Source: an optimization exercise on an open RTL-to-GDS flow (aim: small area). Production flows keep margins and buffers that such runs may drop.
In this exercise RTL edits were held to simulation tests only and were not proved equivalent to the original.
Power figures rest on the tool's default switching activity, not on a simulated workload.

==> build 48: inputs <==
==> flow/design.v <==
module xi_ext_req_queue #(
  parameter int ADDR_W       = 20,
  parameter int DATA_W       = 160,
  parameter int DEPTH        = 8,
  parameter int AFULL_THRESH = 6
) (
  input  logic                       clk,
  input  logic                       rst_n,
  input  logic                       i_flush,
  input  logic                       i_clr_err,
  input  logic                       i_ext_rd_en,
  input  logic [ADDR_W-1:0]          i_ext_rd_addr,
  input  logic                       i_ext_wr_en,
  input  logic [ADDR_W-1:0]          i_ext_wr_addr,
  input  logic [DATA_W-1:0]          i_ext_wr_data,
  output logic [DATA_W-1:0]          o_ext_rd_data,
  output logic                       o_ext_rd_valid,
  output logic                       o_almost_full,
  output logic [$clog2(DEPTH):0]     o_occupancy,
  output logic                       o_overflow,
  output logic                       o_unexpected_rsp,
  output logic                       bus_req_valid,
  input  logic                       bus_req_ready,
  output logic                       bus_req_is_wr,
  output logic [ADDR_W-1:0]          bus_req_addr,
  output logic [DATA_W-1:0]          bus_req_wdata,
  input  logic                       bus_rsp_valid,
  input  logic [DATA_W-1:0]          bus_rsp_data
);
  localparam int AW = $clog2(DEPTH);
  localparam int OW = AW + 1;
  localparam int CW = AW + 2;
  logic              r_is_wr [DEPTH];
  logic [ADDR_W-1:0] r_addr  [DEPTH];
  logic [DATA_W-1:0] r_wdata [DEPTH];
  logic [AW-1:0]     r_rd_ptr, r_wr_ptr;
  logic [OW-1:0]     r_occ;
  logic [CW-1:0]     r_outst;
  logic              r_ovf, r_unexp, r_rd_valid;
  logic [DATA_W-1:0] r_rd_data;
  logic              w_valid, w_pop, w_rd_pop, w_push_wr, w_push_rd;
  logic              w_ovf_set, w_unexp_set;
  logic [OW-1:0]     w_free;
  logic [AW-1:0]     w_rd_slot;
  assign w_valid     = r_occ != '0;
  assign w_pop       = w_valid && bus_req_ready && !i_flush;
  assign w_rd_pop    = w_pop && !r_is_wr[r_rd_ptr];
  assign w_free      = OW'(DEPTH) - r_occ + OW'(w_pop);
  assign w_push_wr   = i_ext_wr_en && !i_flush && w_free != '0;
  assign w_push_rd   = i_ext_rd_en && !i_flush && w_free > OW'(w_push_wr);
  assign w_rd_slot   = r_wr_ptr + AW'(w_push_wr);
  assign w_ovf_set   = !i_flush && ((i_ext_wr_en && !w_push_wr) || (i_ext_rd_en && !w_push_rd));
  assign w_unexp_set = bus_rsp_valid && !w_rd_pop && r_outst == '0;
  assign bus_req_valid    = w_valid && !i_flush;
  assign bus_req_is_wr    = w_valid ? r_is_wr[r_rd_ptr] : 1'b0;
  assign bus_req_addr     = w_valid ? r_addr[r_rd_ptr]  : '0;
  assign bus_req_wdata    = w_valid ? r_wdata[r_rd_ptr] : '0;
  assign o_occupancy      = r_occ;
  assign o_almost_full    = r_occ >= OW'(AFULL_THRESH);
  assign o_overflow       = r_ovf;
  assign o_unexpected_rsp = r_unexp;
  assign o_ext_rd_data    = r_rd_data;
  assign o_ext_rd_valid   = r_rd_valid;
  always_ff @(posedge clk) begin
    if (w_push_wr) begin
      r_is_wr[r_wr_ptr] <= 1'b1;
      r_addr[r_wr_ptr]  <= i_ext_wr_addr;
      r_wdata[r_wr_ptr] <= i_ext_wr_data;
    end
    if (w_push_rd) begin
      r_is_wr[w_rd_slot] <= 1'b0;
      r_addr[w_rd_slot]  <= i_ext_rd_addr;
      r_wdata[w_rd_slot] <= '0;
    end
  end
  always_ff @(posedge clk or negedge rst_n) begin
    if (!rst_n) begin
      r_rd_ptr <= '0;
      r_wr_ptr <= '0;
      r_occ    <= '0;
    end else if (i_flush) begin
      r_rd_ptr <= '0;
      r_wr_ptr <= '0;
      r_occ    <= '0;
    end else begin
      r_rd_ptr <= r_rd_ptr + AW'(w_pop);
      r_wr_ptr <= r_wr_ptr + AW'(w_push_wr) + AW'(w_push_rd);
      r_occ    <= r_occ + OW'(w_push_wr) + OW'(w_push_rd) - OW'(w_pop);
    end
  end
  always_ff @(posedge clk or negedge rst_n) begin
    if (!rst_n) r_outst <= '0;
    else if (w_rd_pop && !bus_rsp_valid) r_outst <= r_outst + 1'b1;
    else if (!w_rd_pop && bus_rsp_valid && r_outst != '0) r_outst <= r_outst - 1'b1;
  end
  always_ff @(posedge clk or negedge rst_n) begin
    if (!rst_n) begin
      r_rd_data  <= '0;
      r_rd_valid <= 1'b0;
    end else begin
      r_rd_valid <= bus_rsp_valid;
      if (bus_rsp_valid) r_rd_data <= bus_rsp_data;
    end
  end
  always_ff @(posedge clk or negedge rst_n) begin
    if (!rst_n) begin
      r_ovf   <= 1'b0;
      r_unexp <= 1'b0;
    end else begin
      r_ovf   <= w_ovf_set   || (r_ovf   && !i_clr_err);
      r_unexp <= w_unexp_set || (r_unexp && !i_clr_err);
    end
  end
endmodule
==> flow/run.sh <==
#!/bin/bash
# synth_recipe.tcl (not shown) runs the flow's synth.tcl, then flattens the netlist and writes it again
# the make line also repeats each setting of config.mk as NAME=value (left out here)
make -C /OpenROAD-flow-scripts/flow DESIGN_CONFIG=/design/flow/config.mk WORK_HOME=/design/flow/orfs CLKGATE_MAP_FILE= SYNTH_SCRIPT=/design/flow/synth_recipe.tcl finish
==> flow/config.mk <==
export PLATFORM = sky130hd
export DESIGN_NAME = xi_ext_req_queue
export DESIGN_NICKNAME = xi_ext_req_queue
export VERILOG_FILES = /design/flow/design.v
export SDC_FILE = /design/flow/constraint.sdc
export NUM_CORES = 4
export LEC_CHECK = 0
export CAP_MARGIN = 20
export CORE_MARGIN = 2
export CORE_UTILIZATION = 40
export SLEW_MARGIN = 20
==> flow/constraint.sdc <==
create_clock -name core_clock -period 6.0 [get_ports {clk}]
set_input_delay 1.2000 -clock core_clock [delete_from_list [all_inputs] [get_ports {clk}]]
set_output_delay 1.2000 -clock core_clock [all_outputs]
set_load 0.01 [all_outputs]
==> build 17: changes against build 48 <==
==> flow/design.v, changed modules only <==
module xi_ext_req_queue #(
  parameter int ADDR_W       = 20,
  parameter int DATA_W       = 160,
  parameter int DEPTH        = 8,
  parameter int AFULL_THRESH = 6
) (
  input  logic                       clk,
  input  logic                       rst_n,
  input  logic                       i_flush,
  input  logic                       i_clr_err,
  input  logic                       i_ext_rd_en,
  input  logic [ADDR_W-1:0]          i_ext_rd_addr,
  input  logic                       i_ext_wr_en,
  input  logic [ADDR_W-1:0]          i_ext_wr_addr,
  input  logic [DATA_W-1:0]          i_ext_wr_data,
  output logic [DATA_W-1:0]          o_ext_rd_data,
  output logic                       o_ext_rd_valid,
  output logic                       o_almost_full,
  output logic [$clog2(DEPTH):0]     o_occupancy,
  output logic                       o_overflow,
  output logic                       o_unexpected_rsp,
  output logic                       bus_req_valid,
  input  logic                       bus_req_ready,
  output logic                       bus_req_is_wr,
  output logic [ADDR_W-1:0]          bus_req_addr,
  output logic [DATA_W-1:0]          bus_req_wdata,
  input  logic                       bus_rsp_valid,
  input  logic [DATA_W-1:0]          bus_rsp_data
);
  localparam int AW = 3;
  localparam int OW = 4;
  localparam int CW = 5;
  logic              r_is_wr [DEPTH];
  logic [ADDR_W-1:0] r_addr  [DEPTH];
  logic [DATA_W-1:0] r_wdata [DEPTH];
  logic [AW-1:0]     r_rd_ptr, r_wr_ptr;
  logic [OW-1:0]     r_occ;
  logic [CW-1:0]     r_outst;
  logic              r_ovf, r_unexp, r_rd_valid;
  logic [DATA_W-1:0] r_rd_data;
  logic              w_valid, w_full, w_pop, w_rd_pop, w_push_wr, w_push_rd;
  logic              w_ovf_set, w_unexp_set, w_head_wr;
  logic [AW-1:0]     w_wr_nxt;
  logic [DEPTH-1:0]  w_en, w_hsel, w_wsel;
  logic [ADDR_W-1:0] w_lane_addr [2];
  logic              w_lane_wr   [2];
  logic [ADDR_W-1:0] w_head_addr;
  logic [DATA_W-1:0] w_head_wdata;
  assign w_valid   = r_occ != '0;
  assign w_full    = r_occ[3];
  assign w_pop     = w_valid && bus_req_ready && !i_flush;
  assign w_push_wr = i_ext_wr_en && !i_flush && (!w_full || w_pop);
  assign w_push_rd = i_ext_rd_en && !i_flush &&
                     (w_push_wr ? (r_occ <= 4'd6 || (r_occ == 4'd7 && w_pop)) : (!w_full || w_pop));
  assign w_ovf_set = !i_flush && ((i_ext_wr_en && !w_push_wr) || (i_ext_rd_en && !w_push_rd));
  always_comb begin
    for (int i = 0; i < DEPTH; i++) begin
      w_hsel[i] = w_valid && (r_rd_ptr == AW'(i));
      w_wsel[i] = w_hsel[i] && r_is_wr[i];
    end
  end
  always_comb begin
    w_head_wr    = 1'b0;
    w_head_addr  = '0;
    w_head_wdata = '0;
    for (int i = 0; i < DEPTH; i++) begin
      w_head_wr    = w_head_wr    | w_wsel[i];
      w_head_addr  = w_head_addr  | ({ADDR_W{w_hsel[i]}} & r_addr[i]);
      w_head_wdata = w_head_wdata | ({DATA_W{w_wsel[i]}} & r_wdata[i]);
    end
  end
  assign w_rd_pop    = w_pop && !w_head_wr;
  assign w_unexp_set = bus_rsp_valid && !w_rd_pop && r_outst == '0;
  assign bus_req_valid    = w_valid && !i_flush;
  assign bus_req_is_wr    = w_head_wr;
  assign bus_req_addr     = w_head_addr;
  assign bus_req_wdata    = w_head_wdata;
  assign o_occupancy      = r_occ;
  assign o_almost_full    = r_occ >= OW'(AFULL_THRESH);
  assign o_overflow       = r_ovf;
  assign o_unexpected_rsp = r_unexp;
  assign o_ext_rd_data    = r_rd_data;
  assign o_ext_rd_valid   = r_rd_valid;
  assign w_wr_nxt = r_wr_ptr + 1'b1;
  always_comb begin
    for (int i = 0; i < DEPTH; i++)
      w_en[i] = ((w_push_wr || w_push_rd) && r_wr_ptr == AW'(i)) ||
                (w_push_wr && w_push_rd && w_wr_nxt == AW'(i));
  end
  always_comb begin
    for (int b = 0; b < 2; b++) begin
      w_lane_wr[b]   = w_push_wr && (r_wr_ptr[0] == b[0]);
      w_lane_addr[b] = w_lane_wr[b] ? i_ext_wr_addr : i_ext_rd_addr;
    end
  end
  always_ff @(posedge clk) begin
    for (int i = 0; i < DEPTH; i++) begin
      if (w_en[i]) begin
        r_is_wr[i] <= w_lane_wr[i % 2];
        r_addr[i]  <= w_lane_addr[i % 2];
        r_wdata[i] <= i_ext_wr_data;
      end
    end
  end
  always_ff @(posedge clk or negedge rst_n) begin
    if (!rst_n) begin
      r_rd_ptr <= '0;
      r_wr_ptr <= '0;
      r_occ    <= '0;
    end else if (i_flush) begin
      r_rd_ptr <= '0;
      r_wr_ptr <= '0;
      r_occ    <= '0;
    end else begin
      r_rd_ptr <= r_rd_ptr + AW'(w_pop);
      r_wr_ptr <= r_wr_ptr + AW'(w_push_wr) + AW'(w_push_rd);
      r_occ    <= r_occ + OW'(w_push_wr) + OW'(w_push_rd) - OW'(w_pop);
    end
  end
  always_ff @(posedge clk or negedge rst_n) begin
    if (!rst_n) r_outst <= '0;
    else if (w_rd_pop && !bus_rsp_valid) r_outst <= r_outst + 1'b1;
    else if (!w_rd_pop && bus_rsp_valid && r_outst != '0) r_outst <= r_outst - 1'b1;
  end
  always_ff @(posedge clk or negedge rst_n) begin
    if (!rst_n) begin
      r_rd_data  <= '0;
      r_rd_valid <= 1'b0;
    end else begin
      r_rd_valid <= bus_rsp_valid;
      if (bus_rsp_valid) r_rd_data <= bus_rsp_data;
    end
  end
  always_ff @(posedge clk or negedge rst_n) begin
    if (!rst_n) begin
      r_ovf   <= 1'b0;
      r_unexp <= 1'b0;
    end else begin
      r_ovf   <= w_ovf_set   || (r_ovf   && !i_clr_err);
      r_unexp <= w_unexp_set || (r_unexp && !i_clr_err);
    end
  end
endmodule
==> flow/flow/run.sh (new file) <==
#!/bin/bash
# Standard ORFS layout, with the smallest buffer on the ports and a leaner clock tree.
set -euo pipefail
cd "$(dirname "$0")/.."
bash standard.sh \
  BUFFER_PORTS_ARGS="-buffer_cell sky130_fd_sc_hd__buf_1" \
  CTS_ARGS="-sink_clustering_enable -repair_clock_nets -dont_use_dummy_load" \
  finish > standard_flow.log 2>&1
==> flow/standard.sh (new file) <==
#!/bin/bash
# synth_recipe.tcl (not shown) runs the flow's synth.tcl, then flattens the netlist and writes it again
# the make line also repeats each setting of config.mk as NAME=value (left out here)
make -C /OpenROAD-flow-scripts/flow DESIGN_CONFIG=/design/flow/config.mk WORK_HOME=/design/flow/orfs CLKGATE_MAP_FILE= SYNTH_SCRIPT=/design/flow/synth_recipe.tcl "${@:-finish}"
Settings changed: CORE_UTILIZATION 40 to 65, CTS_BUF_LIST set to sky130_fd_sc_hd__clkbuf_8 sky130_fd_sc_hd__clkbuf_4, PLACE_DENSITY set to 0.72.
removed: flow/run.sh
==> build 88: changes against build 48 <==
==> flow/design.v, changed modules only <==
module xi_ext_req_queue #(
  parameter int ADDR_W       = 20,
  parameter int DATA_W       = 160,
  parameter int DEPTH        = 8,
  parameter int AFULL_THRESH = 6
) (
  input  logic                       clk,
  input  logic                       rst_n,
  input  logic                       i_flush,
  input  logic                       i_clr_err,
  input  logic                       i_ext_rd_en,
  input  logic [ADDR_W-1:0]          i_ext_rd_addr,
  input  logic                       i_ext_wr_en,
  input  logic [ADDR_W-1:0]          i_ext_wr_addr,
  input  logic [DATA_W-1:0]          i_ext_wr_data,
  output logic [DATA_W-1:0]          o_ext_rd_data,
  output logic                       o_ext_rd_valid,
  output logic                       o_almost_full,
  output logic [$clog2(DEPTH):0]     o_occupancy,
  output logic                       o_overflow,
  output logic                       o_unexpected_rsp,
  output logic                       bus_req_valid,
  input  logic                       bus_req_ready,
  output logic                       bus_req_is_wr,
  output logic [ADDR_W-1:0]          bus_req_addr,
  output logic [DATA_W-1:0]          bus_req_wdata,
  input  logic                       bus_rsp_valid,
  input  logic [DATA_W-1:0]          bus_rsp_data
);
  localparam int AW = 3;
  localparam int OW = 4;
  localparam int CW = 5;
  logic              r_is_wr [DEPTH];
  logic [ADDR_W-1:0] r_addr  [DEPTH];
  logic [DATA_W-1:0] r_wdata [DEPTH];
  logic [AW-1:0]     r_rd_ptr, r_wr_ptr;
  logic [OW-1:0]     r_occ;
  logic [CW-1:0]     r_outst;
  logic              r_ovf, r_unexp, r_rd_valid;
  logic [DATA_W-1:0] r_rd_data;
  logic              w_valid, w_full, w_pop, w_rd_pop, w_push_wr, w_push_rd;
  logic              w_ovf_set, w_unexp_set, w_head_wr;
  logic [AW-1:0]     w_wr_nxt;
  logic [DEPTH-1:0]  w_en, w_hsel, w_wsel;
  logic [ADDR_W-1:0] w_lane_addr [2];
  logic              w_lane_wr   [2];
  logic [ADDR_W-1:0] w_head_addr;
  logic [DATA_W-1:0] w_head_wdata;
  assign w_valid   = r_occ != '0;
  assign w_full    = r_occ[3];
  assign w_pop     = w_valid && bus_req_ready && !i_flush;
  assign w_push_wr = i_ext_wr_en && !i_flush && (!w_full || w_pop);
  assign w_push_rd = i_ext_rd_en && !i_flush &&
                     (w_push_wr ? (r_occ <= 4'd6 || (r_occ == 4'd7 && w_pop)) : (!w_full || w_pop));
  assign w_ovf_set = !i_flush && ((i_ext_wr_en && !w_push_wr) || (i_ext_rd_en && !w_push_rd));
  always_comb begin
    for (int i = 0; i < DEPTH; i++) begin
      w_hsel[i] = w_valid && (r_rd_ptr == AW'(i));
      w_wsel[i] = w_hsel[i] && r_is_wr[i];
    end
  end
  assign w_head_wr = |w_wsel;
  for (genvar k = 0; k < ADDR_W; k++) begin : g_addr_out
    logic n0, n1;
    xq_aoi222 u0 (.a1(w_hsel[0]), .a2(r_addr[0][k]), .b1(w_hsel[1]), .b2(r_addr[1][k]),
                  .c1(w_hsel[2]), .c2(r_addr[2][k]), .y(n0));
    xq_aoi222 u1 (.a1(w_hsel[3]), .a2(r_addr[3][k]), .b1(w_hsel[4]), .b2(r_addr[4][k]),
                  .c1(w_hsel[5]), .c2(r_addr[5][k]), .y(n1));
    xq_or8_last u2 (.a1(w_hsel[6]), .a2(r_addr[6][k]), .b1(w_hsel[7]), .b2(r_addr[7][k]),
                    .n0(n0), .n1(n1), .y(w_head_addr[k]));
  end
  for (genvar k = 0; k < DATA_W; k++) begin : g_data_out
    logic n0, n1;
    xq_aoi222 u0 (.a1(w_wsel[0]), .a2(r_wdata[0][k]), .b1(w_wsel[1]), .b2(r_wdata[1][k]),
                  .c1(w_wsel[2]), .c2(r_wdata[2][k]), .y(n0));
    xq_aoi222 u1 (.a1(w_wsel[3]), .a2(r_wdata[3][k]), .b1(w_wsel[4]), .b2(r_wdata[4][k]),
                  .c1(w_wsel[5]), .c2(r_wdata[5][k]), .y(n1));
    xq_or8_last u2 (.a1(w_wsel[6]), .a2(r_wdata[6][k]), .b1(w_wsel[7]), .b2(r_wdata[7][k]),
                    .n0(n0), .n1(n1), .y(w_head_wdata[k]));
  end
  assign w_rd_pop    = w_pop && !w_head_wr;
  assign w_unexp_set = bus_rsp_valid && !w_rd_pop && r_outst == '0;
  assign bus_req_valid    = w_valid && !i_flush;
  assign bus_req_is_wr    = w_head_wr;
  assign bus_req_addr     = w_head_addr;
  assign bus_req_wdata    = w_head_wdata;
  assign o_occupancy      = r_occ;
  assign o_almost_full    = r_occ >= OW'(AFULL_THRESH);
  assign o_overflow       = r_ovf;
  assign o_unexpected_rsp = r_unexp;
  assign o_ext_rd_data    = r_rd_data;
  assign o_ext_rd_valid   = r_rd_valid;
  assign w_wr_nxt = r_wr_ptr + 1'b1;
  always_comb begin
    for (int i = 0; i < DEPTH; i++)
      w_en[i] = ((w_push_wr || w_push_rd) && r_wr_ptr == AW'(i)) ||
                (w_push_wr && w_push_rd && w_wr_nxt == AW'(i));
  end
  always_comb begin
    for (int b = 0; b < 2; b++) begin
      w_lane_wr[b]   = w_push_wr && (r_wr_ptr[0] == b[0]);
      w_lane_addr[b] = w_lane_wr[b] ? i_ext_wr_addr : i_ext_rd_addr;
    end
  end
  always_ff @(posedge clk) begin
    for (int i = 0; i < DEPTH; i++) begin
      if (w_en[i]) begin
        r_is_wr[i] <= w_lane_wr[i % 2];
        r_addr[i]  <= w_lane_addr[i % 2];
        r_wdata[i] <= i_ext_wr_data;
      end
    end
  end
  always_ff @(posedge clk or negedge rst_n) begin
    if (!rst_n) begin
      r_rd_ptr <= '0;
      r_wr_ptr <= '0;
      r_occ    <= '0;
    end else if (i_flush) begin
      r_rd_ptr <= '0;
      r_wr_ptr <= '0;
      r_occ    <= '0;
    end else begin
      r_rd_ptr <= r_rd_ptr + AW'(w_pop);
      r_wr_ptr <= r_wr_ptr + AW'(w_push_wr) + AW'(w_push_rd);
      r_occ    <= r_occ + OW'(w_push_wr) + OW'(w_push_rd) - OW'(w_pop);
    end
  end
  always_ff @(posedge clk or negedge rst_n) begin
    if (!rst_n) r_outst <= '0;
    else if (w_rd_pop && !bus_rsp_valid) r_outst <= r_outst + 1'b1;
    else if (!w_rd_pop && bus_rsp_valid && r_outst != '0) r_outst <= r_outst - 1'b1;
  end
  always_ff @(posedge clk or negedge rst_n) begin
    if (!rst_n) begin
      r_rd_data  <= '0;
      r_rd_valid <= 1'b0;
    end else begin
      r_rd_valid <= bus_rsp_valid;
      if (bus_rsp_valid) r_rd_data <= bus_rsp_data;
    end
  end
  always_ff @(posedge clk or negedge rst_n) begin
    if (!rst_n) begin
      r_ovf   <= 1'b0;
      r_unexp <= 1'b0;
    end else begin
      r_ovf   <= w_ovf_set   || (r_ovf   && !i_clr_err);
      r_unexp <= w_unexp_set || (r_unexp && !i_clr_err);
    end
  end
endmodule
module xq_aoi222 (
  input  logic a1, a2, b1, b2, c1, c2,
  output logic y
);
  assign y = ~((a1 & a2) | (b1 & b2) | (c1 & c2));
endmodule
module xq_or8_last (
  input  logic a1, a2, b1, b2, n0, n1,
  output logic y
);
  assign y = ~(n0 & n1 & ~((a1 & a2) | (b1 & b2)));
endmodule
==> flow/flow/run.sh (new file) <==
#!/bin/bash
# Standard ORFS layout, with the smallest buffer on the ports and a leaner clock tree:
# small clock buffers in clusters of up to 10 flip-flops and no dummy loads.
set -euo pipefail
cd "$(dirname "$0")/.."
bash standard.sh \
  BUFFER_PORTS_ARGS="-buffer_cell sky130_fd_sc_hd__buf_1" \
  CTS_ARGS="-sink_clustering_enable -repair_clock_nets -dont_use_dummy_load -buf_list sky130_fd_sc_hd__clkbuf_4 -sink_clustering_size 10 -sink_clustering_max_diameter 40" \
  finish > standard_flow.log 2>&1
==> flow/standard.sh (new file) <==
#!/bin/bash
# synth_recipe.tcl (not shown) runs the flow's synth.tcl, then flattens the netlist and writes it again
# the make line also repeats each setting of config.mk as NAME=value (left out here)
make -C /OpenROAD-flow-scripts/flow DESIGN_CONFIG=/design/flow/config.mk WORK_HOME=/design/flow/orfs CLKGATE_MAP_FILE= SYNTH_SCRIPT=/design/flow/synth_recipe.tcl "${@:-finish}"
Settings changed: CORE_UTILIZATION 40 to 65, PLACE_DENSITY set to 0.72, SYNTH_HIERARCHICAL set to 1, SYNTH_MINIMUM_KEEP_SIZE set to 0.
removed: flow/run.sh
==> notes <==
Build 17 finished clean. Build 48 finished with timing, DRC and antenna clean. Build 88 finished with timing, DRC and antenna clean. Between build 17 and build 88, the lower combinational power is in build 88 (gap 9.9%, measured against build 88). In build 17 the routed wire length is larger than in build 88, by 4.3%. Of build 88 and build 48, build 48 has the higher worst hold slack (gap 0.065 ns). The lowest first-iteration DRC count belongs to build 88, the highest to build 48. Between build 88 and build 48, the lower power is in build 88 (gap 45%, measured against build 48). The lowest area after synthesis belongs to build 88, the highest to build 48. Between build 17 and build 48, the lower utilization is in build 48 (gap 27 points).

-- separate check: timing with driven ports --
The results above use ideal ports. As a check the final layouts listed here were re-extracted and re-timed, cells and wires unchanged. Step 1, drivers: a clkbuf_16 drives clk and a buf_2 each remaining input, both assumed. Step 2 times the ports against the registers' clock, not the clock port: input delays grow and output delays shrink by t, the midpoint of the rising clock arrivals with the driver on. a / b / c = ideal ports / drivers / drivers and shift; a / b = the first two.
| run | t, ns | setup slack, ns | hold slack, ns | worst setup path after step 2 | latest minus earliest clock arrival (ns) |
|---|---|---|---|---|---|
| build 48 | 0.913 | 0.922 / 0.922 / 0.276 | 0.396 / 0.340 / 0.468 | input to register | 0.056 / 0.056 |
| build 17 | 0.803 | 0.477 / 0.404 / 1.208 | 0.501 / 0.501 / 0.501 | register to output | 0.039 / 0.039 |
| build 88 | 1.128 | 0.266 / 0.198 / 1.326 | 0.331 / 0.287 / 0.509 | register to output | 0.107 / 0.107 |
After both steps every run listed still meets setup and hold. For build 48, which loses most, drivers alone change the setup slack by 0.000 ns; drivers and shift together by -0.646 ns.
